This is an optimization exercise on Yosys and OpenROAD, whose aim is small area and a short achievable clock period, not a production implementation.
Function was not checked in any run shown here: the RTL went through the layout flow alone.
Power and IR drop assume default switching activity.

==> flow/run.sh <==
#!/bin/bash
# synth_recipe.tcl (not shown) runs the flow's synth.tcl, then flattens the netlist and writes it again
# the make line also repeats each setting of config.mk as NAME=value (left out here)
make -C /OpenROAD-flow-scripts/flow DESIGN_CONFIG=/design/flow/config.mk WORK_HOME=/design/flow/orfs CLKGATE_MAP_FILE= SYNTH_SCRIPT=/design/flow/synth_recipe.tcl finish
==> flow/config.mk <==
export PLATFORM = sky130hd
export DESIGN_NAME = usb_device
export DESIGN_NICKNAME = usb_device
export VERILOG_FILES = /design/flow/design.v
export SDC_FILE = /design/flow/constraint.sdc
export NUM_CORES = 4
export LEC_CHECK = 0
export CAP_MARGIN = 20
export CORE_MARGIN = 2
export CORE_UTILIZATION = 40
export SETUP_SLACK_MARGIN = 2.0
export SLEW_MARGIN = 20
==> flow/constraint.sdc <==
create_clock -name core_clock -period 4.2 [get_ports {clk}]
set_input_delay 0.8400 -clock core_clock [delete_from_list [all_inputs] [get_ports {clk}]]
set_output_delay 0.8400 -clock core_clock [all_outputs]
set_load 0.01 [all_outputs]
==> flow/design.v <==
package usb_pkg;
   typedef enum logic [3:0] {
      RESERVED = 4'b0000,
      OUT      = 4'b0001,                  
      IN       = 4'b1001,                  
      SETUP    = 4'b1101,                  
      DATA0    = 4'b0011,                  
      DATA1    = 4'b1011,                  
      ACK      = 4'b0010,                  
      NAK      = 4'b1010,                  
      STALL    = 4'b1110                   
   } pid_t;
   typedef enum logic [1:0] {
      CFG_SET_ADDR  = 2'd0,                
      CFG_SET_STALL = 2'd1,                
      CFG_CLR_STALL = 2'd2                 
   } cfg_op_t;
   typedef struct packed {
      logic       valid;                   
      logic       active;                  
      logic [7:0] data;
   } utmi_rx_t;
   typedef struct packed {
      logic       valid;                   
      logic [7:0] data;
   } utmi_tx_t;
   localparam logic [4:0]  CRC5_POLY      = 5'b10100;
   localparam logic [15:0] CRC16_POLY     = 16'hA001;
   localparam logic [15:0] CRC16_RESIDUAL = 16'hB001;
   function automatic logic [4:0] crc5_field(input logic [10:0] f);
      logic [4:0] c;
      c = 5'h1f;                           
      for (int i = 0; i < 11; i++)
      begin
         c = (c >> 1) ^ (CRC5_POLY & {5{c[0] ^ f[i]}});
      end
      crc5_field = ~c;
   endfunction
   function automatic logic [15:0] crc16_step(input logic [15:0] crc, input logic [7:0] d);
      logic [15:0] c;
      c = crc;
      for (int i = 0; i < 8; i++)
      begin
         c = (c >> 1) ^ (CRC16_POLY & {16{c[0] ^ d[i]}});
      end
      crc16_step = c;
   endfunction
endpackage
`timescale 1ns/1ps
module usb_fifo_rdmux (
   input  logic [511:0] mem,
   input  logic [7:0]   lo,
   input  logic [7:0]   hi,
   output logic [7:0]   rdata
);
   logic [7:0] grp [8];
   always_comb
   begin
      for (int j = 0; j < 8; j++)
      begin
         grp[j] = 8'd0;
         for (int k = 0; k < 8; k++)
            grp[j] = grp[j] | (mem[(8*j+k)*8 +: 8] & {8{lo[k]}});
      end
      rdata = 8'd0;
      for (int j = 0; j < 8; j++)
         rdata = rdata | (grp[j] & {8{hi[j]}});
   end
endmodule
module usb_out_fifo (
   input  logic       clk,
   input  logic       rst,
   input  logic       clr,                 
   input  logic       wr,
   input  logic       commit,
   input  logic       abort,
   input  logic [7:0] din,
   input  logic       rd,
   output logic [7:0] q,
   output logic       empty,
   output logic       full
);
   logic [511:0] mem;
   logic [7:0]   nx_lo;                    
   logic [7:0]   nx_hi;                    
   logic [7:0]   head;                     
   logic [7:0]   q_hold;                   
   logic [5:0]   wr_ptr;                   
   logic [5:0]   cm_ptr;                   
   logic [6:0]   tot;                      
   logic [6:0]   avail;                    
   logic [6:0]   tot_wr;                   
   logic [6:0]   tot_next;
   logic [6:0]   avail_next;
   logic         empty_r;
   logic         do_wr;
   logic         do_rd;
   logic         take;                     
   logic [7:0]   rdata;
   assign empty = empty_r;                 
   assign full  = tot[6];
   assign do_wr = wr && !tot[6];
   assign do_rd = rd && !empty_r;
   assign take  = commit && !abort;
   always_comb
   begin
      case ({do_wr, do_rd})
         2'b10:   tot_wr = tot + 7'd1;
         2'b01:   tot_wr = tot - 7'd1;
         default: tot_wr = tot;
      endcase
      if (abort)
         tot_next = do_rd ? avail - 7'd1 : avail;
      else
         tot_next = tot_wr;
      if (take)
         avail_next = tot_wr;
      else
         avail_next = do_rd ? avail - 7'd1 : avail;
   end
   always_ff @(posedge clk)
   begin
      if (rst || clr)
      begin
         nx_lo   <= 8'd2;
         nx_hi   <= 8'd1;
         wr_ptr  <= '0;
         cm_ptr  <= '0;
         tot     <= '0;
         avail   <= '0;
         empty_r <= 1'b1;
      end
      else
      begin
         if (abort)
            wr_ptr <= cm_ptr;              
         else if (do_wr)
            wr_ptr <= wr_ptr + 1'b1;
         if (take)
            cm_ptr <= do_wr ? wr_ptr + 1'b1 : wr_ptr;
         if (do_rd)
         begin
            nx_lo <= {nx_lo[6:0], nx_lo[7]};
            if (nx_lo[7])
               nx_hi <= {nx_hi[6:0], nx_hi[7]};
         end
         tot   <= tot_next;
         avail <= avail_next;
         if (take)
            empty_r <= !do_wr && (do_rd ? (tot == 7'd1) : (tot == 7'd0));
         else
            empty_r <= do_rd ? (avail == 7'd1) : empty_r;
      end
   end
   always_ff @(posedge clk)
   begin
      for (int i = 0; i < 64; i++)
         if (do_wr && wr_ptr == 6'(i))
            mem[i*8 +: 8] <= din;
   end
   usb_fifo_rdmux rdmux_i (.mem(mem), .lo(nx_lo), .hi(nx_hi), .rdata(rdata));
   always_ff @(posedge clk)
   begin
      if (do_rd)
         head <= (tot == 7'd1) ? din : rdata;
      else if (tot == 7'd0)
         head <= din;
   end
   always_ff @(posedge clk)
   begin
      if (do_rd)
         q_hold <= head;
      q <= do_rd ? head : q_hold;          
   end
endmodule
module usb_in_fifo (
   input  logic       clk,
   input  logic       rst,
   input  logic       clr,                 
   input  logic       wr,
   input  logic [7:0] din,
   input  logic       rd,
   output logic [7:0] rdata,
   output logic       empty,
   output logic       full
);
   logic [511:0] mem;
   logic [7:0]   nx_lo;                    
   logic [7:0]   nx_hi;                    
   logic [7:0]   head;                     
   logic [7:0]   rd_next;                  
   logic [5:0]   wr_ptr;
   logic [6:0]   count;                    
   logic         empty_r;
   logic         do_wr;
   assign empty = empty_r;
   assign full  = count[6];
   assign do_wr = wr && !count[6];
   always_ff @(posedge clk)
   begin
      if (rst || clr)
      begin
         nx_lo   <= 8'd2;
         nx_hi   <= 8'd1;
         wr_ptr  <= '0;
         count   <= '0;
         empty_r <= 1'b1;
      end
      else
      begin
         if (do_wr)
            wr_ptr <= wr_ptr + 1'b1;
         if (rd)
         begin
            nx_lo <= {nx_lo[6:0], nx_lo[7]};
            if (nx_lo[7])
               nx_hi <= {nx_hi[6:0], nx_hi[7]};
         end
         if (do_wr && !rd)
            count <= count + 1'b1;
         else if (!do_wr && rd)
            count <= count - 1'b1;
         empty_r <= !do_wr && (rd ? (count == 7'd1) : empty_r);
      end
   end
   always_ff @(posedge clk)
   begin
      for (int i = 0; i < 64; i++)
         if (do_wr && wr_ptr == 6'(i))
            mem[i*8 +: 8] <= din;
   end
   usb_fifo_rdmux rdmux_i (.mem(mem), .lo(nx_lo), .hi(nx_hi), .rdata(rd_next));
   always_ff @(posedge clk)
   begin
      if (rd)
         head <= (count == 7'd1) ? din : rd_next;
      else if (empty_r)
         head <= din;
   end
   assign rdata = head;
endmodule
`timescale 1ns/1ps
module usb_dev_regs (
   input  logic              clk,
   input  logic              rst,
   input  logic              usb_reset,
   input  logic              cfg_req,
   input  usb_pkg::cfg_op_t  cfg_op,
   input  logic              cfg_ep,      
   input  logic [6:0]        cfg_data,    
   output logic              cfg_ack,
   output logic [6:0]        dev_addr,
   output logic [1:0]        stall,       
   output logic [6:0]        dev_addr_next,
   output logic [1:0]        stall_next
);
   typedef enum logic {
      S_IDLE,                              
      S_ACK                                
   } state_t;
   state_t state;
   logic   apply;
   assign apply   = (state == S_IDLE) && cfg_req;    
   assign cfg_ack = (state == S_ACK);
   always_ff @(posedge clk)
   begin
      if (rst)
         state <= S_IDLE;
      else
      begin
         case (state)
            S_IDLE:
               if (cfg_req)
                  state <= S_ACK;
            S_ACK:
               if (!cfg_req)
                  state <= S_IDLE;         
            default:
               state <= S_IDLE;
         endcase
      end
   end
   always_comb
   begin
      dev_addr_next = dev_addr;
      stall_next    = stall;
      if (rst || usb_reset)
      begin
         dev_addr_next = 7'd0;             
         stall_next    = 2'b00;
      end
      else if (apply)
      begin
         case (cfg_op)
            usb_pkg::CFG_SET_ADDR:
               dev_addr_next = cfg_data;
            usb_pkg::CFG_SET_STALL:
               stall_next[cfg_ep] = 1'b1;
            usb_pkg::CFG_CLR_STALL:
               stall_next[cfg_ep] = 1'b0;
            default:
               ;                           
         endcase
      end
   end
   always_ff @(posedge clk)
   begin
      dev_addr <= dev_addr_next;
      stall    <= stall_next;
   end
endmodule
`timescale 1ns/1ps
module usb_sie (
   input  logic              clk,
   input  logic              rst,
   input  logic              usb_reset,
   input  usb_pkg::utmi_rx_t rx,
   output usb_pkg::utmi_tx_t tx,
   input  logic              tx_ready,
   input  logic [6:0]        dev_addr_next,    
   input  logic [1:0]        stall_next,
   input  logic              ep0o_full,
   output logic              ep0o_wr,
   output logic              ep0o_commit,
   output logic              ep0o_abort,
   output logic [7:0]        ep0o_din,
   input  logic [1:0]        epi_empty,
   input  logic [7:0]        epi_q0,     
   input  logic [7:0]        epi_q1,
   output logic [1:0]        epi_rd
);
   localparam int T0 = 0;                  
   localparam int T1 = 1;                  
   localparam int T2 = 2;                  
   localparam int T3 = 3;                  
   localparam int SK = 4;                  
   localparam int OP = 5;                  
   localparam int OD = 6;                  
   localparam int IP = 7;                  
   localparam int ID = 8;                  
   localparam int C0 = 9;                  
   localparam int C1 = 10;                 
   localparam int AK = 11;
   localparam int SL = 12;
   logic [12:0]       st;
   logic [12:0]       nx;
   usb_pkg::pid_t     tok_pid_r;           
   logic [6:0]        tok_addr;
   logic              tok_endp0;
   logic              tok_pid_ok;          
   logic              tok_crc_ok;          
   usb_pkg::pid_t     rx_pid;
   logic [15:0]       crc;
   logic [15:0]       crc_next;
   logic [15:0]       crc_d;               
   logic              addr_match;          
   logic [7:0]        crc_din;
   logic [7:0]        hold0;               
   logic [7:0]        hold1;               
   logic              held1;               
   logic              held2;               
   logic              tok_ok;
   logic              tok_pid;
   logic              data_pid_ok;
   logic              stalled;
   logic              is_in;
   logic              ep_sel;
   logic              in_empty;
   logic [7:0]        in_q;
   logic              in_rd;
   logic              v;
   logic              a;
   logic              rx_end;
   logic              r;
   logic              crc_good;            
   logic              ovf;
   logic              tx_valid_r;
   logic [7:0]        tx_data_r;
   logic [7:0]        pay_r;               
   logic [15:0]       crc_in;              
   logic [7:0]        tx_load;
   logic [7:0]        tx_cur;
   assign v        = rx.valid;
   assign a        = rx.active;
   assign r        = tx_ready;
   assign rx_pid   = usb_pkg::pid_t'(rx.data[3:0]);
   assign rx_end   = !v && !a;
   assign tok_pid  = (rx_pid == usb_pkg::OUT) || (rx_pid == usb_pkg::IN) ||
                     (rx_pid == usb_pkg::SETUP);
   assign is_in    = (tok_pid_r == usb_pkg::IN);
   assign ep_sel   = tok_endp0;
   assign in_empty = ep_sel ? epi_empty[1] : epi_empty[0];
   assign in_q     = ep_sel ? epi_q1 : epi_q0;
   assign epi_rd   = {in_rd & ep_sel, in_rd & ~ep_sel};
   assign tok_ok = tok_pid_ok && tok_crc_ok && addr_match &&
                   !(!is_in && tok_endp0);
   assign data_pid_ok = (rx.data[7:4] == ~rx.data[3:0]) &&
                        ((rx_pid == usb_pkg::DATA0) ||
                         (rx_pid == usb_pkg::DATA1 && tok_pid_r != usb_pkg::SETUP));
   assign ovf = st[OD] && v && held2 && ep0o_full;    
   always_comb
   begin
      nx = '0;
      nx[T0] = (st[T0] && !v) || ((st[T1] || st[T2]) && rx_end) ||
               (st[T3] && rx_end && !tok_ok) || (st[SK] && !a) ||
               (st[OD] && rx_end && !crc_good) ||
               ((st[C1] || st[AK] || st[SL]) && r);
      nx[T1] = (st[T0] && v && tok_pid) || (st[T1] && !v && a);
      nx[T2] = (st[T1] && v) || (st[T2] && !v && a);
      nx[T3] = (st[T2] && v) || (st[T3] && !v && a);
      nx[SK] = (st[T0] && v && !tok_pid) || (st[T3] && v) || (st[SK] && a) ||
               (st[OP] && v && !data_pid_ok) || ovf;
      nx[OP] = (st[T3] && rx_end && tok_ok && !is_in) || (st[OP] && !v);
      nx[OD] = (st[OP] && v && data_pid_ok) || (st[OD] && !ovf && !rx_end);
      nx[IP] = (st[T3] && rx_end && tok_ok && is_in && !stalled) || (st[IP] && !r);
      nx[ID] = (st[IP] && r && !in_empty) || (st[ID] && !(r && in_empty));
      nx[C0] = ((st[IP] || st[ID]) && r && in_empty) || (st[C0] && !r);
      nx[C1] = (st[C0] && r) || (st[C1] && !r);
      nx[AK] = (st[OD] && rx_end && crc_good && !stalled) || (st[AK] && !r);
      nx[SL] = (st[T3] && rx_end && tok_ok && is_in && stalled) ||
               (st[OD] && rx_end && crc_good && stalled) || (st[SL] && !r);
   end
   always_ff @(posedge clk)
   begin
      if (rst || usb_reset)
      begin
         st         <= 13'd1 << T0;
         tx_valid_r <= 1'b0;
      end
      else
      begin
         st         <= nx;
         tx_valid_r <= nx[IP] || nx[ID] || nx[C0] || nx[C1] || nx[AK] || nx[SL];
      end
   end
   assign crc_din  = st[OD] ? rx.data : pay_r;
   assign crc_next = usb_pkg::crc16_step(crc, crc_din);
   assign crc_in   = usb_pkg::crc16_step(crc, pay_r);
   always_comb
   begin
      if (st[T3] || st[OP])
         crc_d = 16'hffff;                 
      else if ((st[OD] && v) || (st[ID] && r))
         crc_d = crc_next;
      else
         crc_d = crc;
   end
   always_ff @(posedge clk)
   begin
      if (st[T0] && v)
      begin
         tok_pid_r  <= rx_pid;
         tok_pid_ok <= (rx.data[7:4] == ~rx.data[3:0]);
      end
      if (st[T1] && v)
      begin
         tok_addr  <= rx.data[6:0];
         tok_endp0 <= rx.data[7];
      end
      if (st[T2] && v)
         tok_crc_ok <= (rx.data[7:3] == usb_pkg::crc5_field({3'd0, tok_endp0, tok_addr})) &&
                       (rx.data[2:0] == 3'd0);
      crc      <= crc_d;
      crc_good <= (crc_d == usb_pkg::CRC16_RESIDUAL);
      addr_match <= (tok_addr == dev_addr_next);
      stalled    <= stall_next[ep_sel] && (tok_pid_r != usb_pkg::SETUP);    
      if (st[OP])
      begin
         held1 <= 1'b0;
         held2 <= 1'b0;
      end
      else if (st[OD] && v)
      begin
         held1 <= 1'b1;
         held2 <= held1;
      end
      if (st[OD] && v)
      begin
         hold0 <= rx.data;
         hold1 <= hold0;
      end
   end
   assign ep0o_wr     = st[OD] && v && held2;
   assign ep0o_din    = hold1;
   assign ep0o_commit = st[OD] && rx_end && crc_good && !stalled;
   assign ep0o_abort  = ovf || (st[OD] && rx_end && (!crc_good || stalled));
   assign in_rd = (st[IP] || st[ID]) && r && !in_empty;    
   always_comb
   begin
      if (st[T3])
         tx_load = stalled ? {~usb_pkg::STALL, usb_pkg::STALL} : {~usb_pkg::DATA0, usb_pkg::DATA0};
      else if (st[OD])
         tx_load = stalled ? {~usb_pkg::STALL, usb_pkg::STALL} : {~usb_pkg::ACK, usb_pkg::ACK};
      else if (st[C0])
         tx_load = ~crc[15:8];
      else if (!in_empty)
         tx_load = in_q;
      else if (st[ID])
         tx_load = ~crc_in[7:0];           
      else
         tx_load = 8'h00;                  
   end
   always_ff @(posedge clk)
   begin
      if (in_rd)
         pay_r <= in_q;
   end
   always_comb
   begin
      tx_cur = 8'h00;
      if (st[IP])
         tx_cur = {~usb_pkg::DATA0, usb_pkg::DATA0};
      if (st[ID])
         tx_cur = tx_cur | pay_r;
      if (st[C0])
         tx_cur = tx_cur | ~crc[7:0];
      if (st[C1])
         tx_cur = tx_cur | ~crc[15:8];
      if (st[AK])
         tx_cur = tx_cur | {~usb_pkg::ACK, usb_pkg::ACK};
      if (st[SL])
         tx_cur = tx_cur | {~usb_pkg::STALL, usb_pkg::STALL};
   end
   always_ff @(posedge clk)
   begin
      if (((st[IP] || st[ID] || st[C0]) && !r) || st[C1] || st[AK] || st[SL])
         tx_data_r <= tx_cur;              
      else
         tx_data_r <= tx_load;
   end
   assign tx.valid = tx_valid_r;
   assign tx.data  = tx_data_r;
endmodule
`timescale 1ns/1ps
module usb_device #(
   parameter int EP_DEPTH = 64             
) (
   input  logic              clk,
   input  logic              rst,
   input  logic              usb_reset,    
   input  logic              rx_valid,     
   input  logic              rx_active,    
   input  logic [7:0]        rx_data,
   output logic              tx_valid,     
   output logic [7:0]        tx_data,
   input  logic              tx_ready,
   input  logic              cfg_req,
   input  logic [1:0]        cfg_op,
   input  logic              cfg_ep,
   input  logic [6:0]        cfg_data,
   output logic              cfg_ack,
   input  logic              ep0_out_rd,
   output logic [7:0]        ep0_out_dout,
   output logic              ep0_out_empty,
   input  logic              ep0_in_wr,
   input  logic [7:0]        ep0_in_din,
   output logic              ep0_in_full,
   input  logic              ep1_in_wr,
   input  logic [7:0]        ep1_in_din,
   output logic              ep1_in_full
);
   logic [6:0] dev_addr;
   logic [1:0] stall;
   logic [6:0] dev_addr_next;
   logic [1:0] stall_next;
   logic       ep0o_full;
   logic       ep0o_wr;
   logic       ep0o_commit;
   logic       ep0o_abort;
   logic [7:0] ep0o_din;
   logic [1:0] epi_empty;
   logic [7:0] epi_q0;
   logic [7:0] epi_q1;
   logic [1:0] epi_rd;
   usb_pkg::utmi_rx_t rx;
   usb_pkg::utmi_tx_t tx;
   assign rx       = {rx_valid, rx_active, rx_data};
   assign tx_valid = tx.valid;
   assign tx_data  = tx.data;
   usb_dev_regs usb_dev_regs_i (
      .clk(clk), .rst(rst), .usb_reset(usb_reset),
      .cfg_req(cfg_req), .cfg_op(usb_pkg::cfg_op_t'(cfg_op)), .cfg_ep(cfg_ep), .cfg_data(cfg_data),
      .cfg_ack(cfg_ack), .dev_addr(dev_addr), .stall(stall),
      .dev_addr_next(dev_addr_next), .stall_next(stall_next)
   );
   usb_sie usb_sie_i (
      .clk(clk), .rst(rst), .usb_reset(usb_reset),
      .rx(rx), .tx(tx), .tx_ready(tx_ready),
      .dev_addr_next(dev_addr_next), .stall_next(stall_next),
      .ep0o_full(ep0o_full), .ep0o_wr(ep0o_wr), .ep0o_commit(ep0o_commit),
      .ep0o_abort(ep0o_abort), .ep0o_din(ep0o_din),
      .epi_empty(epi_empty), .epi_q0(epi_q0), .epi_q1(epi_q1), .epi_rd(epi_rd)
   );
   usb_out_fifo ep0_out_fifo_i (
      .clk(clk), .rst(rst), .clr(usb_reset),
      .wr(ep0o_wr), .commit(ep0o_commit), .abort(ep0o_abort), .din(ep0o_din),
      .rd(ep0_out_rd), .q(ep0_out_dout), .empty(ep0_out_empty), .full(ep0o_full)
   );
   usb_in_fifo ep0_in_fifo_i (
      .clk(clk), .rst(rst), .clr(usb_reset),
      .wr(ep0_in_wr), .din(ep0_in_din),
      .rd(epi_rd[0]), .rdata(epi_q0), .empty(epi_empty[0]), .full(ep0_in_full)
   );
   usb_in_fifo ep1_in_fifo_i (
      .clk(clk), .rst(rst), .clr(usb_reset),
      .wr(ep1_in_wr), .din(ep1_in_din),
      .rd(epi_rd[1]), .rdata(epi_q1), .empty(epi_empty[1]), .full(ep1_in_full)
   );
endmodule
==> results of run 1 <==
-- stage by stage --
step,setup slack (ps),hold slack (ps)
6_report,1920,419
5_1_grt,1820,427
4_1_cts,1850,421
3_5_place_dp,735,406
3_3_place_gp,760,401
2_1_floorplan,1390,400
-- cells by family after synthesis --
group                    synth area share
XOR/XNOR                           0.0132
AO/OA/AOI/OAI                       0.120
adder cells (fa/ha/maj)           0.00567
buffers and inverters              0.0177
multiplexers                      0.00363
AND/OR/NAND/NOR                    0.0638
flip-flops                          0.776
-- sequential cells by signal, summed over array words and instances, names as in the netlist, 8 cells and up --
| name | flops |
|---|---|
| ep1_in_fifo_i.nx_lo | 8 |
| ep0_out_fifo_i.nx_hi | 8 |
| ep0_in_fifo_i.mem | 512 |
| ep1_in_fifo_i.nx_hi | 8 |
| ep0_out_fifo_i.head | 8 |
| usb_sie_i.st | 13 |
| usb_sie_i.hold0 | 8 |
| usb_sie_i.pay_r | 8 |
| usb_sie_i.crc | 16 |
| ep0_in_fifo_i.head | 8 |
| ep1_in_fifo_i.mem | 512 |
| usb_sie_i.tx_data_r | 8 |
| ep1_in_fifo_i.head | 8 |
| ep0_out_fifo_i.nx_lo | 8 |
| ep0_out_fifo_i.mem | 512 |
| ep0_out_fifo_i.q | 8 |
| usb_sie_i.hold1 | 8 |
| ep0_in_fifo_i.nx_hi | 8 |
| ep0_in_fifo_i.nx_lo | 8 |
-- routing by layer --
metal | GRT usage | part of all wire | up-vias
met5 | 0 | 0.000068 | -
met4 | 0.0742 | 0.032 | 2
met3 | 0.0407 | 0.082 | 333
met2 | 0.352 | 0.48 | 1908
met1 | 0.303 | 0.41 | 20400
li1 | - | - | 17400
-- worst paths after layout --
check                                        start                             to  slack, ps  cells past startpoint
hold reg to reg   ep0_out_fifo_i.head[3]$_DFFE_PP_  ep0_out_fifo_i.q[3]$_DFFE_PP_        420                      0
setup reg to reg        usb_sie_i.st[6]$_SDFF_PN0_     usb_sie_i.crc_good$_DFF_P_       1920                      9
setup / recovery        usb_sie_i.st[6]$_SDFF_PN0_     usb_sie_i.crc_good$_DFF_P_       1920                      9
hold / removal    ep0_out_fifo_i.head[3]$_DFFE_PP_  ep0_out_fifo_i.q[3]$_DFFE_PP_        420                      0
-- worst register-to-register path, cell delays in order (launching register included) --
cell and delay (ps):
dfxtp_4 360, buf_8 140, buf_4 150, mux2i_2 140, xnor2_1 310, xnor2_2 170, xnor3_2 350, xnor2_2 160
o211ai_1 210, and4bb_1 200
-- Yosys cell counts (all sizes together) (15+ instances only) --
cell,number
edfxtp,1606
a22oi,804
nor2,319
clkbuf,214
nand4,206
nand2,199
dfxtp,156
a21oi,99
buf,64
xnor2,59
nand3,53
o21ai,46
a221oi,34
xor2,33
a22o,32
inv,31
ha,30
a211oi,26
a31oi,21
nor3,17
mux2i,15
-- final cells by class --
| class | count | share of cell area |
|---|---|---|
| diodes | 3 | 0.0000950 |
| inverters | 31 | 0.00173 |
| clock buffers | 239 | 0.0632 |
| flip-flops and latches | 1762 | 0.651 |
| repair buffers | 308 | 0.0379 |
| clock inverters | 95 | 0.0116 |
| well taps | 2189 | 0.0347 |
| multi-input cells | 2134 | 0.200 |
-- what timing repair did --
item | 4_1_cts | 5_1_grt
buffers inserted | 68 | 18
hold endpoints to repair | 0 | 0
setup endpoints to repair | 880 | 404
resized for setup | 259 | 76
gates cloned | 0 | 1
pin swaps | 37 | 34
-- placed cells by master (no fill, tap or decap), drive strengths merged, types with 33 or more instances in the layout --
master and n:
a21oi 99, a221oi 34, a22oi 804, buf 281
clkbuf 239, clkinv 79, dfxtp 156, edfxtp 1606
inv 36, nand2 199, nand3 53, nand4 206
nor2 319, o21ai 46, xnor2 59, xor2 33
-- power by group --
group | switching (mW) | total [mW] | internal [mW]
sequential | 0.0321 | 19.1 | 19.1
clock | 6.82 | 15.9 | 9.04
combinational | 0.359 | 0.490 | 0.131
==> out/metrics.cfg, run 1 <==
[detailed_routing]
drc = 0
wl_per_cell_um = 28.1
ant_nets = 0
drtIter0Drc = 4985
route.vias.total = 40000
viasPerCell = 5.92
totalWireLength_mm = 190
drt_first_pass_iters = 7

[sta]
layout_min_cycle_time_ps = 2280
grt_setup_unrepaired = yes
report.final.setup_viol = 0
fin_crit_sh = 0.543
slew_headroom = 0.253
max_freq_ghz = 0.438
clock_skew_ps = 59.6
hold_viol = 0
finalMaxSlewViolations = 0
setup-tns-final_ps = 0
tightest_slew_ps = 1120

[global_routing]
grt_usage = 0.220
grt_max_degree = 74
grt_pass1_vias = 39300
grt_overflow_total = 0
antenna_found_initial = 4
grt_pass1_wl_mm = 273

[synth]
synth_area_per_cell_um2 = 15.7
yosysTopAreaCell = edfxtp_1
ys_seq_area_frac = 0.776
synth_warnings = 6
netlist_top_cells_area = edfxtp_1, a22oi_1, dfxtp_1
ys_ff_latch = 1762
ys.flop_type = edfxtp_1
syn_inst = 4204
synth_cell_type_count = 63
synth_area_mm2 = 0.0662
synth_edf_count = 1606
syn-num-nets = 4278
async_flop_share = 0
synthDominantCellAreaShare = 0.728

[layout]
final_util = 0.480
final_cells = 6761
multi_input_area_mm2 = 0.0158
drive_above_1_share = 0.195
stdcell_area_mm2 = 0.0790
area_growth_pct = 19.4
seqCellArea_mm2 = 0.0515
fin_nets = 4492
nFillCells = 13700

[placed_design]
io_buffers = 64
hpwl_mm = 115
gp_congestion = 0.903
dp.cells = 6336
place_area_mm2 = 0.0711

[job]
drv_cap = 0

[power]
total_power_mw = 35.4
cellPowerDensity_mw_per_mm2 = 448
leakage_nw = 24.2
peakVddDrop_mv = 0.479

[critical_path]
start_kind = flop
slowest_delay_ps = 360
cpMostUsedCell = xnor2_2
cp.arrival_ps = 3010
required_ps = 4930
crit_buf_inv = 2
critical_path_peak_fanout = 5
crit_type = flop to flop
crit_path_end_kind = flop
cpMaxStageDelayCell = dfxtp_4
cp_top_family = XOR/XNOR gates
worstPathCellList = buf_8 > buf_4 > mux2i_2 > xnor2_1 > xnor2_2 > xnor3_2 > xnor2_2 > o211ai_1 > and4bb_1

[clock_network]
ctsHoldBuffers = 0
clk_latency_ps = 830
clockBufferDepth = 3
root_buffer = clkbuf_16
cts_tree = yes
path_clk_slew_ps = 60
h-tree-depth = 4
cts_buffers = 181
clock_sinks = 1762

[status]
status = no timing/DRC/antenna violations

[die]
coreArea_mm2 = 0.165
start_util = 0.402
die_w_um = 411
fp-row-count = 149
die_area_mm2 = 0.169
die_y_um = 411
boundaryPins = 65

[min_path]
hp-class = flop to flop

==> run 2: changes to the inputs <==
--- a/flow/design.v
+++ b/flow/design.v
@@ -356,3 +356,2 @@
    logic              addr_match;          
-   logic [7:0]        crc_din;
    logic [7:0]        hold0;               
@@ -435,4 +434,3 @@
    end
-   assign crc_din  = st[OD] ? rx.data : pay_r;
-   assign crc_next = usb_pkg::crc16_step(crc, crc_din);
+   assign crc_next = usb_pkg::crc16_step(crc, rx.data);
    assign crc_in   = usb_pkg::crc16_step(crc, pay_r);
@@ -442,4 +440,6 @@
          crc_d = 16'hffff;                 
-      else if ((st[OD] && v) || (st[ID] && r))
+      else if (st[OD] && v)
          crc_d = crc_next;
+      else if (st[ID] && r)
+         crc_d = crc_in;
       else
--- a/flow/config.mk
+++ b/flow/config.mk
@@ -10,2 +10,4 @@
 export CORE_UTILIZATION = 40
+export CTS_CLUSTER_DIAMETER = 120
+export CTS_CLUSTER_SIZE = 30
 export SETUP_SLACK_MARGIN = 2.0
==> run 2 against run 1 <==
  * Via count shrank 1.7%
  * Wire length shrank 2.8%
  * Count of clock-buffer cells in the layout shrank 125
  * Clock power shrank 47%
  * Flip-flop and latch count is the same
  * Die area grew 0.35%
  * Non-clock buffer count grew 20
  * Largest power group unchanged
  * Final area shrank 4.5%
  * Critical path depth shrank 2
  * Still clean on timing, DRC and antenna
  * Core utilization shrank 2.3 points
==> out/metrics.cfg, run 2 <==
[power]
combPwrFrac = 0.022  ; +0.008
peakVddDrop_mv = 0.269  ; -44%
p_seq_frac = 0.677  ; +0.138
internal-power_mw = 22.4  ; -20%
cellPowerDensity_mw_per_mm2 = 373  ; -17%
total_power_mw = 28.2  ; -21%
pwr-share-clk = 0.301  ; -0.147
leakage_nw = 22.5  ; -7.1%
swShare = 0.203  ; about the same
switchingPower_mw = 5.73  ; -21%

[detailed_routing]
drt_first_pass_iters = 20  ; +13
drc = 0  ; unchanged
wl_per_cell_um = 28.0  ; -0.31%
ant_nets = 0  ; unchanged
viasPerCell = 5.98  ; +0.89%
drtIter0Drc = 5007  ; +0.44%
totalWireLength_mm = 185  ; -2.8%
route.vias.total = 39400  ; -1.7%

[sta]
layout_min_cycle_time_ps = 2510  ; +232 ps
tightest_slew_ps = 1060  ; -64.8 ps
setup-tns-final_ps = 0  ; unchanged
max_freq_ghz = 0.398  ; -9.2%
slew_headroom = 0.296  ; +0.0432
fin_crit_sh = 0.599  ; +0.0554
grt_setup_unrepaired = yes
hold_viol = 0  ; unchanged
report.final.setup_viol = 0  ; unchanged
finalMaxSlewViolations = 0  ; unchanged
clock_skew_ps = 45.4  ; -14.2 ps
setup_ws_ps = 1690  ; -232 ps

[critical_path]
r2r_start = usb_sie_i.pay_r[3]$_DFFE_PP_
crit_path_end_kind = flop
cp.arrival_ps = 3140  ; +130 ps
crit_type = input port to flop
rr_worst_depth = 8  ; -1
critical_path_peak_fanout = 6  ; +1
required_ps = 4830  ; -100 ps
start_kind = input port
cp-startpoint = rx_data[7]

[layout]
final_common_cell = edfxtp_1
area_growth_pct = 13.6
fin_nets = 4421  ; -1.6%
stdcell_area_mm2 = 0.0755  ; -4.5%
layout_common_cells = edfxtp_1, a22oi_1, nand4_1, nand2_1, buf_4
final_util = 0.457  ; -0.0228
top_regs = ep0_in_fifo_i.mem (512), ep0_out_fifo_i.mem (512), ep1_in_fifo_i.mem (512)
drive_above_1_share = 0.164  ; -0.0306

[clock_network]
path_clk_slew_ps = 120  ; +60 ps
h-tree-depth = 3  ; -1
cts_buffers = 69  ; -62%
root_buffer = clkbuf_16
ctsHoldBuffers = 0  ; unchanged
clockBufferDepth = 3  ; unchanged
cts_tree = yes
clock_sinks = 1762  ; unchanged
clk_latency_ps = 720  ; -110 ps

[synth]
ys.flop_type = edfxtp_1
synth_area_mm2 = 0.0664  ; +0.35%
yosysTopAreaCell = edfxtp_1
ys_ff_latch = 1762  ; unchanged
syn_inst = 4229  ; +0.59%
synth_common_cells = edfxtp_1, a22oi_1, nor2_1
syn-num-nets = 4303  ; +0.58%
async_flop_share = 0  ; unchanged
synth_edf_count = 1606  ; unchanged
synthDominantCellAreaShare = 0.726  ; -0.00255
synth_warnings = 6  ; unchanged
netlist_top_cells_area = edfxtp_1, a22oi_1, dfxtp_1
synth_cell_type_count = 67  ; +6.3%
synth_area_per_cell_um2 = 15.7  ; -0.24%
yosysMostFrequentCell = edfxtp_1
ys_seq_area_frac = 0.773  ; -0.00272

[global_routing]
grt_overflow_total = 0  ; unchanged
grt_pass1_wl_mm = 267  ; -2.3%
antenna_found_initial = 9  ; +5
grt_max_degree = 67  ; -9.5%
grt_pass1_vias = 38000  ; -3.3%
grt_usage = 0.213  ; -0.00706

[die]
fp-row-count = 149  ; unchanged
die_area_mm2 = 0.169  ; +0.35%
die_w_um = 412  ; +0.17%
die_y_um = 412  ; +0.17%
coreArea_mm2 = 0.165  ; +0.23%
boundaryPins = 65  ; unchanged
start_util = 0.403  ; +0.000502

[status]
status = no timing/DRC/antenna violations

[placed_design]
pre_cts_ws_ps = 589  ; -146 ps
place_area_mm2 = 0.0711  ; about the same
gp_congestion = 0.860  ; -4.8%
hpwl_mm = 110  ; -4.2%
io_buffers = 64  ; unchanged

[min_path]
min_from = ep0_out_fifo_i.head[7]$_DFFE_PP_
hp-class = flop to flop
min_path_cells = 0  ; unchanged

[job]
drv_cap = 0  ; unchanged

## run 2: cell type report
cell class	count	area, um2
flip-flops and latches	1762	51500
fillers	14200	89500
clock inverters	8	104
repair buffers	328	3250
well taps	2189	2740
clock buffers	114	1900
diodes	2	5.00
multi-input cells	2151	15800
inverters	35	144
## run 2: what timing repair did
item / 4_1_cts / 5_1_grt
buffers inserted: 82 / 42
pin swaps: 54 / 44
setup endpoints to repair: 1350 / 510
resized for setup: 253 / 69
## run 2: kinds of logic (layout without fill, tap and decap cells)
group / after synthesis / count (layout) / synth area share
AO/OA/AOI/OAI: 1115 / 1115 / 0.122
XOR/XNOR: 106 / 106 / 0.0147
adder cells (fa/ha/maj): 30 / 30 / 0.00565
buffers and inverters: 316 / 485 / 0.0187
flip-flops: 1762 / 1762 / 0.773
multiplexers: 18 / 18 / 0.00290
other: 0 / 2 / 0
AND/OR/NAND/NOR: 882 / 882 / 0.0631
## run 2: worst paths after layout
check             slack [ps]                            end
setup / recovery        1690     usb_sie_i.crc_good$_DFF_P_
hold / removal           430  ep0_out_fifo_i.q[7]$_DFFE_PP_
setup reg to reg        1710     usb_sie_i.crc_good$_DFF_P_
hold reg to reg          430  ep0_out_fifo_i.q[7]$_DFFE_PP_
## run 2: stage by stage
stage               std cells  hold WS (ps)
CTS                      6545           428
detailed placement       6341           405
finish                   6589           427
global route             6587           439
floorplan                4229           400
global placement         6341           401
## run 2: critical path, cell delays in order
cell and delay, ps:
clkdlybuf4s50_1 730, xor2_1 260, xnor2_2 170, a211o_2 170, nand4_1 100, or4_4 520
a2111oi_4 340
## run 2: metal layers
layer  routed length [um]  up-vias  global-route usage
met5                   62        -                   0
met1                77300    20300               0.303
met4                 5270        8              0.0572
met2                87400     1689               0.339
li1                     -    17100                   -
met3                14700      263              0.0354
## run 2: power by group through the flow
stage | combinational (mW) | sequential, mW | clock (mW)
floorplan | 0.277 | 19.5 | 0
global placement | 0.571 | 19.5 | 0
detailed placement | 0.580 | 19.5 | 0
CTS | 0.597 | 19.1 | 8.61
global route | 0.672 | 19.1 | 9.14
finish | 0.622 | 19.1 | 8.47
==> run 3: changes to the inputs <==
--- a/flow/design.v
+++ b/flow/design.v
@@ -386,2 +386,3 @@
    assign rx_end   = !v && !a;
+   assign crc_good = (crc == usb_pkg::CRC16_RESIDUAL);
    assign tok_pid  = (rx_pid == usb_pkg::OUT) || (rx_pid == usb_pkg::IN) ||
@@ -463,3 +464,2 @@
       crc      <= crc_d;
-      crc_good <= (crc_d == usb_pkg::CRC16_RESIDUAL);
       addr_match <= (tok_addr == dev_addr_next);
==> run 3 against run 2 <==
  * Still clean
  * Flip-flop and latch count shrank 1
  * Power shrank 0.14%
  * Wire length up 0.70%
  * First-iteration DRC count rose by 3.9%
  * Core utilization grew 0.23 points
  * Count of clock-buffer cells in the layout fell by 7
  * Non-clock buffer count rose by 30
  * Hold slack gained 0.74 ps
  * Synthesized cell count down 0.26%
  * Maximum frequency up 14%
  * Global-route usage grew 0.16 points
  * Largest cell class unchanged
==> out/metrics.cfg, run 3 <==
[status]
status = no timing/DRC/antenna violations

[clock_network]
path_clk_slew_ps = 120  ; about the same
h-tree-depth = 3  ; unchanged
root_buffer = clkbuf_16
clockBufferDepth = 3  ; unchanged
clk_latency_ps = 740  ; +20 ps
cts_buffers = 69  ; unchanged
clock_sinks = 1761  ; -0.057%
cts_tree = yes
ctsHoldBuffers = 0  ; unchanged

[critical_path]
required_ps = 4660  ; -170 ps
r2r_slack_ps = 1990  ; +280 ps
start_kind = flop
crit_type = flop to flop
critical_path_peak_fanout = 40  ; +34
r2r_start = ep0_in_fifo_i.nx_lo[5]$_SDFFE_PN0P_
cp.arrival_ps = 2670  ; -470 ps
rr_worst_depth = 6  ; -2
r2r_end = ep0_in_fifo_i.head[3]$_DFFE_PP_
crit_path_end_kind = flop

[die]
boundaryPins = 65  ; unchanged
coreArea_mm2 = 0.165  ; unchanged
start_util = 0.403  ; about the same
fp-row-count = 149  ; unchanged
die_w_um = 411  ; about the same
die_y_um = 411  ; about the same
die_area_mm2 = 0.169  ; about the same

[synth]
ys_seq_area_frac = 0.773  ; about the same
muxShareOfSynthArea = 0.00369  ; +0.000792
yosysTopAreaCell = edfxtp_1
synth_area_per_cell_um2 = 15.7  ; +0.22%
syn_inst = 4218  ; -0.26%
yosysMostFrequentCell = edfxtp_1
netlist_top_cells_area = edfxtp_1, a22oi_1, dfxtp_1
syn-num-nets = 4292  ; -0.26%
synth_fa_ha_area_frac = 0.00565  ; about the same
ys.flop_type = edfxtp_1
yosys.area_share.simple = 0.0629  ; -0.000203
synthXorXnorAreaFrac = 0.0148  ; +0.0000995
synth_warnings = 6  ; unchanged
ys_ff_latch = 1761  ; -0.057%
synth_common_cells = edfxtp_1, a22oi_1, nor2_1
synth_edf_count = 1606  ; unchanged
synth_top_family_by_area = compound AO/OA/AOI/OAI gates
synth_area_mm2 = 0.0664  ; about the same
synth_compound_area_frac = 0.121  ; -0.000597
synthDominantCellAreaShare = 0.726  ; about the same
synth_cell_type_count = 73  ; +9.0%
async_flop_share = 0  ; unchanged

[layout]
fin_nets = 4441  ; +0.45%
area_growth_pct = 14.2
drive_above_1_share = 0.174  ; +0.0104
top_regs = ep0_in_fifo_i.mem (512), ep0_out_fifo_i.mem (512), ep1_in_fifo_i.mem (512)
final_common_cell = edfxtp_1
layout_common_cells = edfxtp_1, a22oi_1, buf_4, nand4_1, nand2_1

[sta]
fin_crit_sh = 0.526  ; -0.0730
layout_min_cycle_time_ps = 2210  ; -307 ps
report.final.setup_viol = 0  ; unchanged
grt_setup_unrepaired = yes
slew_headroom = 0.290  ; -0.00657
clock_skew_ps = 47.6  ; +2.15 ps
setup-tns-final_ps = 0  ; unchanged
hold_viol = 0  ; unchanged
tightest_slew_ps = 1070  ; +9.86 ps
max_freq_ghz = 0.453  ; +14%
finalMaxSlewViolations = 0  ; unchanged

[global_routing]
grt_pass1_wl_mm = 268  ; +0.51%
grt_pass1_vias = 37900  ; -0.31%
antenna_found_initial = 8  ; -1
grt_usage = 0.214  ; +0.00156
grt_max_degree = 66  ; -1.5%
grt_overflow_total = 0  ; unchanged

[power]
cellPowerDensity_mw_per_mm2 = 371  ; -0.63%
leakage_nw = 22.7  ; +1.0%
peakVddDrop_mv = 0.365  ; +36%
total_power_mw = 28.1  ; -0.14%

[detailed_routing]
wl_per_cell_um = 28.2  ; +0.50%
drtIter0Drc = 5204  ; +3.9%
route.vias.total = 39600  ; +0.70%
ant_nets = 0  ; unchanged
drc = 0  ; unchanged
drt_first_pass_iters = 21  ; +5.0%
viasPerCell = 6.01  ; +0.50%
totalWireLength_mm = 186  ; +0.70%

[job]
drv_cap = 0  ; unchanged

[min_path]
hp-class = flop to flop
min_path_cells = 0  ; unchanged
hold_end = usb_sie_i.hold1[4]$_DFFE_PP_
min_from = usb_sie_i.hold0[4]$_DFFE_PP_

[placed_design]
hpwl_mm = 112  ; +2.3%
io_buffers = 64  ; unchanged
gp_congestion = 0.889  ; +3.4%

==> run 3: metal layers <==
metal  GRT usage  part of all wire
met5           0           0.00024
met4      0.0563             0.029
met3      0.0294             0.084
met2       0.340              0.47
met1       0.311              0.42
==> run 3: cell type report <==
class                      instances  area (um2)
sequential                      1761       51500
antenna                            2        5.00
fill                           14100       89100
timing repair inverter             1        8.76
inverter                          36         165
clock inverter                     8         149
timing repair buffer             358        3480
multi-input combinational       2140       15900
clock buffer                     107        1910
tap                             2189        2740
==> run 3: logic make-up (layout without fill, tap and decap cells) <==
kind of cell / after synthesis / in the layout
flip-flops: 1761 / 1761
multiplexers: 23 / 23
XOR/XNOR: 103 / 103
adder cells (fa/ha/maj): 30 / 30
buffers and inverters: 317 / 510
AO/OA/AOI/OAI: 1110 / 1110
AND/OR/NAND/NOR: 874 / 874
other: 0 / 2
==> run 3: power by group <==
group,switching (mW),internal (mW),leakage [nW]
registers,0.0323,19.0,15.8
logic,0.366,0.164,6.00
clock network,5.28,3.27,0.980
total,5.68,22.4,22.7
==> run 3: worst max-delay path by stage <==
| stage | startpoint | endpoint | slack (ps) |
|---|---|---|---|
| floorplan | tx_ready | ep0_in_fifo_i.count[5]$_SDFFE_PN0P_ | 1510 |
| global placement | rx_valid | ep0_out_fifo_i.mem[406]$_DFFE_PP_ | 640 |
| detailed placement | rx_valid | ep0_out_fifo_i.mem[401]$_DFFE_PP_ | 540 |
| CTS | ep0_out_fifo_i.tot[6]$_SDFF_PN0_ | ep0_out_fifo_i.tot[5]$_SDFF_PN0_ | 1900 |
| global route | usb_sie_i.crc[15]$_SDFFE_PP1P_ | ep0_out_fifo_i.tot[1]$_SDFF_PN0_ | 1870 |
| finish | ep0_in_fifo_i.nx_lo[5]$_SDFFE_PN0P_ | ep0_in_fifo_i.head[3]$_DFFE_PP_ | 1990 |
==> run 3: critical path: stages, from the launching register on <==
cell,delay (ps)
dfxtp_4,470
buf_12,240
a22oi_1,190
nand4_1,200
a22oi_2,350
and4_1,320
o21ai_0,130
==> run 3: what timing repair did <==
action,4_1_cts,5_1_grt
setup buffers,80,45
pin swaps,33,33
endpoints found under the setup margin,1113,303
resized for setup,237,82
cloned,1,0
==> run 3: per-stage QoR <==
step | worst slack, ps | cell area [um2] | cells | util | hold WS, ps
6_report | 1990 | 75800 | 6602 | 0.460 | 428
5_1_grt | 1870 | 75800 | 6600 | 0.460 | 438
4_1_cts | 1900 | 75000 | 6554 | 0.455 | 430
3_5_place_dp | 537 | 71400 | 6358 | 0.433 | 405
3_3_place_gp | 643 | 71400 | 6358 | 0.433 | 401
2_1_floorplan | 1510 | 67900 | 4218 | - | 400
==> run 4: changes to the inputs <==
--- a/flow/config.mk
+++ b/flow/config.mk
@@ -12,3 +12,3 @@
 export CTS_CLUSTER_SIZE = 30
-export SETUP_SLACK_MARGIN = 2.0
+export SETUP_SLACK_MARGIN = 2.07
 export SLEW_MARGIN = 20
==> run 4 against run 3 <==
  * Still clean on timing, DRC and antenna
  * Flip-flop and latch count stayed put
  * Non-clock buffer count is 7 lower
  * Count of clock-buffer cells in the layout is 13 higher
  * Core utilization is 0.52 points higher
  * Combinational power is 4.3% higher
  * Sequential share of layout area is 0.75 points lower
==> out/metrics.cfg, run 4 <==
[placed_design]
io_buffers = 64  ; unchanged
hpwl_mm = 112  ; +0.11%
gp_congestion = 0.920  ; +3.5%

[critical_path]
required_ps = 4810  ; +150 ps
cpMostUsedCell = buf_4
crit_type = input port to flop
start_kind = input port
critical_path_peak_fanout = 6  ; -85%
worstPathCellList = clkdlybuf4s50_1 > nor2b_4 > buf_6 > ha_4 > buf_4 > buf_4 > nand4_1 > a21oi_4 > o21ai_2 > xor2_1 > nor2_1
cpMaxStageDelayCell = clkdlybuf4s50_1
cp.arrival_ps = 2830  ; +160 ps
slowest_delay_ps = 520  ; +50 ps
crit_path_end_kind = flop

[sta]
report.final.setup_viol = 0  ; unchanged
max_freq_ghz = 0.450  ; -0.61%
fin_hold_ws_ps = 430  ; +2.71 ps
grt_setup_unrepaired = yes
tightest_slew_ps = 1120  ; +53.4 ps
hold_viol = 0  ; unchanged
finalMaxSlewViolations = 0  ; unchanged
fin_crit_sh = 0.529  ; +0.00323
setup-tns-final_ps = 0  ; unchanged
clock_skew_ps = 62.3  ; +14.8 ps
slew_headroom = 0.254  ; -0.0356
layout_min_cycle_time_ps = 2220  ; +13.6 ps

[detailed_routing]
totalWireLength_mm = 190  ; +1.9%
drc = 0  ; unchanged
ant_nets = 0  ; unchanged
route.vias.total = 39700  ; +0.22%
viasPerCell = 6.01  ; +0.12%
drt_first_pass_iters = 20  ; -4.8%
drtIter0Drc = 4758  ; -8.6%
wl_per_cell_um = 28.7  ; +1.8%

[global_routing]
grt_usage = 0.218  ; +0.00407
grt_pass1_wl_mm = 273  ; +1.7%
grt_pass1_vias = 37900  ; +0.0053%
grt_overflow_total = 0  ; unchanged
antenna_found_initial = 4  ; -4
grt_max_degree = 84  ; +27%

[clock_network]
clk_latency_ps = 740  ; about the same
root_buffer = clkbuf_16
clockBufferDepth = 3  ; unchanged
path_clk_slew_ps = 110  ; about the same
clock_sinks = 1761  ; unchanged
cts_tree = yes
cts_buffers = 69  ; unchanged
ctsHoldBuffers = 0  ; unchanged
h-tree-depth = 3  ; unchanged

[synth]
synth_area_per_cell_um2 = 15.7  ; unchanged
ys.flop_type = edfxtp_1
ys_seq_area_frac = 0.773  ; unchanged
synthDominantCellAreaShare = 0.726  ; unchanged
syn_inst = 4218  ; unchanged
synth_edf_count = 1606  ; unchanged
synth_warnings = 6  ; unchanged
async_flop_share = 0  ; unchanged
yosysTopAreaCell = edfxtp_1
ys_ff_latch = 1761  ; unchanged
synth_common_cells = edfxtp_1, a22oi_1, nor2_1
synth_cell_type_count = 73  ; unchanged
syn-num-nets = 4292  ; unchanged
netlist_top_cells_area = edfxtp_1, a22oi_1, dfxtp_1
yosysMostFrequentCell = edfxtp_1
synth_area_mm2 = 0.0664  ; unchanged

[layout]
nFillCells = 13900  ; -1.0%
drive_above_1_share = 0.191  ; +0.0172
final_common_cell = edfxtp_1
area_growth_pct = 15.5
layout_common_cells = edfxtp_1, a22oi_1, nand4_1, buf_4, nand2_1
top_regs = ep0_in_fifo_i.mem (512), ep0_out_fifo_i.mem (512), ep1_in_fifo_i.mem (512)
fin_nets = 4435  ; -0.14%

[die]
fp-row-count = 149  ; unchanged
boundaryPins = 65  ; unchanged
coreArea_mm2 = 0.165  ; unchanged
die_y_um = 411  ; unchanged
start_util = 0.403  ; unchanged
die_area_mm2 = 0.169  ; unchanged
die_w_um = 411  ; unchanged

[power]
cellPowerDensity_mw_per_mm2 = 370  ; -0.37%
peakVddDrop_mv = 0.272  ; -26%
leakage_nw = 22.9  ; +0.67%

[status]
status = no timing/DRC/antenna violations

[job]
drv_cap = 0  ; unchanged

[min_path]
hp-class = flop to flop

[run 4: cells by family after synthesis]
group                      count (synthesis)  synth area share
muxes                                     23           0.00369
AOI/OAI and AO/OA                       1110             0.121
and+or+nand+nor                          874            0.0629
DFF                                     1761             0.773
xor gates and xnor gates                 103            0.0148
adders and majority gates                 30           0.00565
buffers and inverters                    317            0.0186
[run 4: critical path, delay by kind of cell]
kind	cells	cell delay [ps]
buffers and inverters	4	900
AND/OR/NAND/NOR	3	460
XOR/XNOR	1	150
adder cells (fa/ha/maj)	1	150
AO/OA/AOI/OAI	2	310
[run 4: worst paths after layout]
check                                start                                  end  slack [ps]  depth (start not counted)
max                              ep0_in_wr  ep0_in_fifo_i.count[5]$_SDFFE_PN0P_        1980                         11
min           usb_sie_i.hold0[0]$_DFFE_PP_         usb_sie_i.hold1[0]$_DFFE_PP_         430                          0
max reg2reg  usb_sie_i.tok_endp0$_DFFE_PP_  ep0_in_fifo_i.count[5]$_SDFFE_PN0P_        1990                         10
min reg2reg   usb_sie_i.hold0[0]$_DFFE_PP_         usb_sie_i.hold1[0]$_DFFE_PP_         430                          0
[run 4: per-layer routing]
metal / routed length, um / GRT usage / vias to the layer above
met3: 14200 / 0.0293 / 241
met1: 79700 / 0.315 / 20600
met2: 90200 / 0.348 / 1772
li1: - / - / 17200
met5: 37 / 0 / -
met4: 5320 / 0.0605 / 6
[run 4: report_power, final]
part	leakage, nW	total, mW	switching [mW]	internal (mW)
Clock	1.02	8.74	5.35	3.39
Sequential	15.8	19.0	0.0367	19.0
Combinational	6.12	0.553	0.377	0.176
[run 4: what timing repair did]
item,in CTS,in global routing
endpoints found under the setup margin,1441,643
setup buffers,110,40
gates cloned,2,2
gates resized for setup,306,128
pin swaps,57,80
[run 4: cell type report]
class	instances	area [um2]	share of cell area
repair buffers	351	3730	0.0486
flip-flops and latches	1761	51500	0.671
repair inverters	2	17.5	0.000228
well taps	2189	2740	0.0357
diodes	2	5.00	0.0000653
multi-input cells	2140	16400	0.214
inverters	36	179	0.00233
clock buffers	120	2000	0.0261
clock inverters	8	135	0.00176
[run 4: metrics by stage]
stage	setup WS [ps]	utilization	cell area (um2)	cells	power [mW]
final	1980	0.465	76700	6609	28.3
after global routing	1880	0.465	76700	6608	29.0
after CTS	1980	0.457	75500	6563	28.5
after detailed placement	423	0.433	71400	6323	20.0
after global placement	441	0.433	71400	6322	20.0
after floorplan	1510	-	68100	4218	19.7
==> run 5: changes to the inputs <==
--- a/flow/config.mk
+++ b/flow/config.mk
@@ -9,6 +9,7 @@
 export CORE_MARGIN = 2
-export CORE_UTILIZATION = 40
+export CORE_UTILIZATION = 50
 export CTS_CLUSTER_DIAMETER = 120
 export CTS_CLUSTER_SIZE = 30
-export SETUP_SLACK_MARGIN = 2.07
+export PLACE_DENSITY = 0.65
+export SETUP_SLACK_MARGIN = 2.0
 export SLEW_MARGIN = 20
==> run 5 against run 4 <==
  * Synthesized area stayed put
  * Synthesized cell count stayed put
  * Combinational power is 3% lower
  * Die area is 20% lower
  * Register-to-register slack worse by 80 ps
  * Largest cell class unchanged
  * Count of clock-buffer cells in the layout is 2 lower
  * Core utilization is 10 points higher
  * Via count is 0.71% higher
  * Wire length is 4.5% lower
  * Largest power group unchanged
  * Critical endpoint is now ep1_in_fifo_i.count[3]$_SDFFE_PN0P_
  * First-iteration DRC count is 18% higher
  * Final cell count is 7.2% lower
==> out/metrics.cfg, run 5 <==
[die]
fp-row-count = 133  ; -11%
start_util = 0.505  ; +0.102
boundaryPins = 65  ; unchanged
coreArea_mm2 = 0.132  ; -20%
die_area_mm2 = 0.136  ; -20%
die_y_um = 368  ; -10%
die_w_um = 368  ; -10%

[power]
peakVddDrop_mv = 0.349  ; +29%
cellPowerDensity_mw_per_mm2 = 374  ; +1.3%
leakage_nw = 22.4  ; -2.0%

[clock_network]
cts_buffers = 68  ; -1.4%
cts_tree = yes
clk_latency_ps = 720  ; -20 ps
h-tree-depth = 3  ; unchanged
path_clk_slew_ps = 120  ; about the same
root_buffer = clkbuf_16
clock_sinks = 1761  ; unchanged
clockBufferDepth = 3  ; unchanged
ctsHoldBuffers = 0  ; unchanged

[synth]
syn_inst = 4218  ; unchanged
netlist_top_cells_area = edfxtp_1, a22oi_1, dfxtp_1
synth_edf_count = 1606  ; unchanged
ys.flop_type = edfxtp_1
syn-num-nets = 4292  ; unchanged
ys_seq_area_frac = 0.773  ; unchanged
async_flop_share = 0  ; unchanged
synth_area_mm2 = 0.0664  ; unchanged
synth_cell_type_count = 73  ; unchanged
ys_ff_latch = 1761  ; unchanged
yosysMostFrequentCell = edfxtp_1
synthDominantCellAreaShare = 0.726  ; unchanged
synth_area_per_cell_um2 = 15.7  ; unchanged
synth_warnings = 6  ; unchanged
synth_common_cells = edfxtp_1, a22oi_1, nor2_1
yosysTopAreaCell = edfxtp_1

[sta]
clock_skew_ps = 31.0  ; -31.4 ps
layout_min_cycle_time_ps = 2290  ; +73.1 ps
slew_headroom = 0.224  ; -0.0303
max_freq_ghz = 0.436  ; -3.2%
report.final.setup_viol = 0  ; unchanged
setup-tns-final_ps = 0  ; unchanged
fin_crit_sh = 0.546  ; +0.0174
hold_viol = 0  ; unchanged
grt_setup_unrepaired = yes
finalMaxSlewViolations = 0  ; unchanged
tightest_slew_ps = 1160  ; +45.4 ps

[detailed_routing]
drtIter0Drc = 5598  ; +18%
drc = 0  ; unchanged
route.vias.total = 40000  ; +0.71%
viasPerCell = 6.52  ; +8.5%
totalWireLength_mm = 181  ; -4.5%
ant_nets = 0  ; unchanged
drt_first_pass_iters = 5  ; -75%
wl_per_cell_um = 29.5  ; +3.0%

[layout]
drive_above_1_share = 0.164  ; -0.0270
final_common_cell = edfxtp_1
nFillCells = 10100  ; -27%
layout_common_cells = edfxtp_1, a22oi_1, nand4_1, buf_4, nand2_1
area_growth_pct = 12.5
final_cells = 6133  ; -7.2%
fin_nets = 4396  ; -0.88%
top_regs = ep0_in_fifo_i.mem (512), ep0_out_fifo_i.mem (512), ep1_in_fifo_i.mem (512)
seqCellArea_mm2 = 0.0514  ; about the same
multi_input_area_mm2 = 0.0159  ; -3.0%

[critical_path]
cpMaxStageDelayCell = or4_4
crit_path_end_kind = flop
worstPathCellList = buf_4 > nor2b_4 > nor2b_4 > clkinv_4 > ha_4 > or4_4 > a21oi_4 > buf_4 > xnor2_1 > nor2_1
critical_path_peak_fanout = 8  ; +2
cp_top_family = simple AND/OR/NAND/NOR gates
r2r_slack_ps = 1910  ; -80 ps
slowest_delay_ps = 440  ; -80 ps
cp.arrival_ps = 2890  ; +60 ps
rr_worst_depth = 10  ; unchanged
r2r_end = ep1_in_fifo_i.count[3]$_SDFFE_PN0P_
r2r_start = usb_sie_i.tok_endp0$_DFFE_PP_
crit_type = flop to flop
required_ps = 4790  ; -20 ps
crit_buf_inv = 3  ; -1
start_kind = flop

[min_path]
hold_end = ep0_out_fifo_i.q[2]$_DFFE_PP_
min_from = ep0_out_fifo_i.head[2]$_DFFE_PP_
hp-class = flop to flop
min_path_cells = 0  ; unchanged

[global_routing]
grt_max_degree = 67  ; -20%
grt_overflow_total = 0  ; unchanged
grt_usage = 0.261  ; +0.0427
antenna_found_initial = 2  ; -2
grt_pass1_vias = 37700  ; -0.30%
grt_pass1_wl_mm = 263  ; -3.7%

[placed_design]
io_buffers = 64  ; unchanged
hpwl_mm = 109  ; -3.3%
dp.cells = 5899  ; -6.7%
gp_congestion = 0.867  ; -5.8%

[job]
drv_cap = 0  ; unchanged

[status]
status = no timing/DRC/antenna violations

==> run 5: worst max path at each step <==
stage                                        from                                   to  slack (ps)  cells after the start
finish              usb_sie_i.tok_endp0$_DFFE_PP_  ep1_in_fifo_i.count[3]$_SDFFE_PN0P_        1910                     10
global route        usb_sie_i.tok_endp0$_DFFE_PP_  ep0_in_fifo_i.count[5]$_SDFFE_PN0P_        1820                     10
CTS                                     ep1_in_wr     ep1_in_fifo_i.mem[217]$_DFFE_PP_        1540                      5
detailed placement                      ep0_in_wr     ep0_in_fifo_i.mem[352]$_DFFE_PP_         680                      4
global placement                         rx_valid     ep0_out_fifo_i.tot[5]$_SDFF_PN0_         710                     12
floorplan                                tx_ready  ep0_in_fifo_i.count[5]$_SDFFE_PN0P_        1510                     10
==> run 5: cell type report <==
| class | count | share of cell area |
|---|---|---|
| Clock buffer | 118 | 0.0258 |
| Multi-Input combinational cell | 2140 | 0.213 |
| Inverter | 36 | 0.00211 |
| Clock inverter | 7 | 0.000871 |
| Sequential cell | 1761 | 0.688 |
| Tap cell | 1755 | 0.0294 |
| Antenna cell | 1 | 0.0000335 |
| Timing Repair Buffer | 315 | 0.0403 |
==> run 5: logic make-up (layout without fill, tap and decap cells) <==
family / count (synthesis) / in the layout / synth area share
DFF: 1761 / 1761 / 0.773
AOI/OAI and AO/OA: 1110 / 1110 / 0.121
and+or+nand+nor: 874 / 874 / 0.0629
buffers and inverters: 317 / 476 / 0.0186
xor gates and xnor gates: 103 / 103 / 0.0148
adders and majority gates: 30 / 30 / 0.00565
muxes: 23 / 23 / 0.00369
other: 0 / 1 / 0
==> run 5: what timing repair did <==
item / 4_1_cts / 5_1_grt
setup buffers: 60 / 47
resized for setup: 189 / 91
pin swaps: 29 / 39
hold endpoints to repair: 0 / 0
gates cloned: 0 / 1
setup endpoints to repair: 1435 / 732
==> run 5: layer usage <==
metal | global-route usage | wire (um)
met2 | 0.415 | 86300
met3 | 0.0364 | 15600
met5 | 0 | 0
met4 | 0.0750 | 5220
met1 | 0.379 | 73900
==> run 5: worst register-to-register path: cells and delay by family (launching register included) <==
kind | cells | cell delay [ps]
xor gates and xnor gates | 1 | 110
DFF | 1 | 410
and+or+nand+nor | 4 | 920
adders and majority gates | 1 | 200
buffers and inverters | 3 | 380
AOI/OAI and AO/OA | 1 | 160
==> run 5: metrics by stage <==
stage	util	cell area [um2]	hold slack [ps]	worst slack, ps	total power, mW
floorplan	-	67900	400	1510	19.7
global placement	0.537	70600	402	710	20.0
detailed placement	0.537	70600	405	681	20.0
CTS	0.561	73900	415	1540	28.0
global route	0.568	74700	432	1820	28.7
finish	0.568	74700	427	1910	28.0
==> run 5: power breakdown <==
group / total (mW) / leakage, nW / switching [mW] / internal (mW)
combinational: 0.537 / 5.73 / 0.376 / 0.161
sequential: 19.1 / 15.8 / 0.0354 / 19.0
clock: 8.40 / 0.952 / 5.16 / 3.23

-- separate check: timing with driven ports --
The results above use ideal ports. As a check the final layouts listed here were re-extracted and re-timed, cells and wires unchanged.
Step 1 sets driving cells, clkbuf_16 on the clock port and buf_2 on the other inputs (assumed; they add their load-dependent delay and slew).
Step 2 times the ports against the registers' clock, not the clock port: input delays grow and output delays shrink by t, the midpoint of the rising clock arrivals with the driver on.
Three values: no drivers, after step 1, after step 2; two values: the first two.
run	t (ns)	setup slack, ns	cell pins on the clock port's net
run 1	0.883	1.918 / 1.856 / 0.973	1
run 2	0.786	1.686 / 1.651 / 0.865	1
run 3	0.792	1.992 / 1.971 / 1.179	1
run 4	0.806	1.979 / 1.978 / 1.241	1
run 5	0.770	1.905 / 1.905 / 1.232	1
After both steps setup and hold are still met in every run listed. For run 1, which loses most, drivers alone change the setup slack by -0.062 ns; drivers and shift together by -0.945 ns.
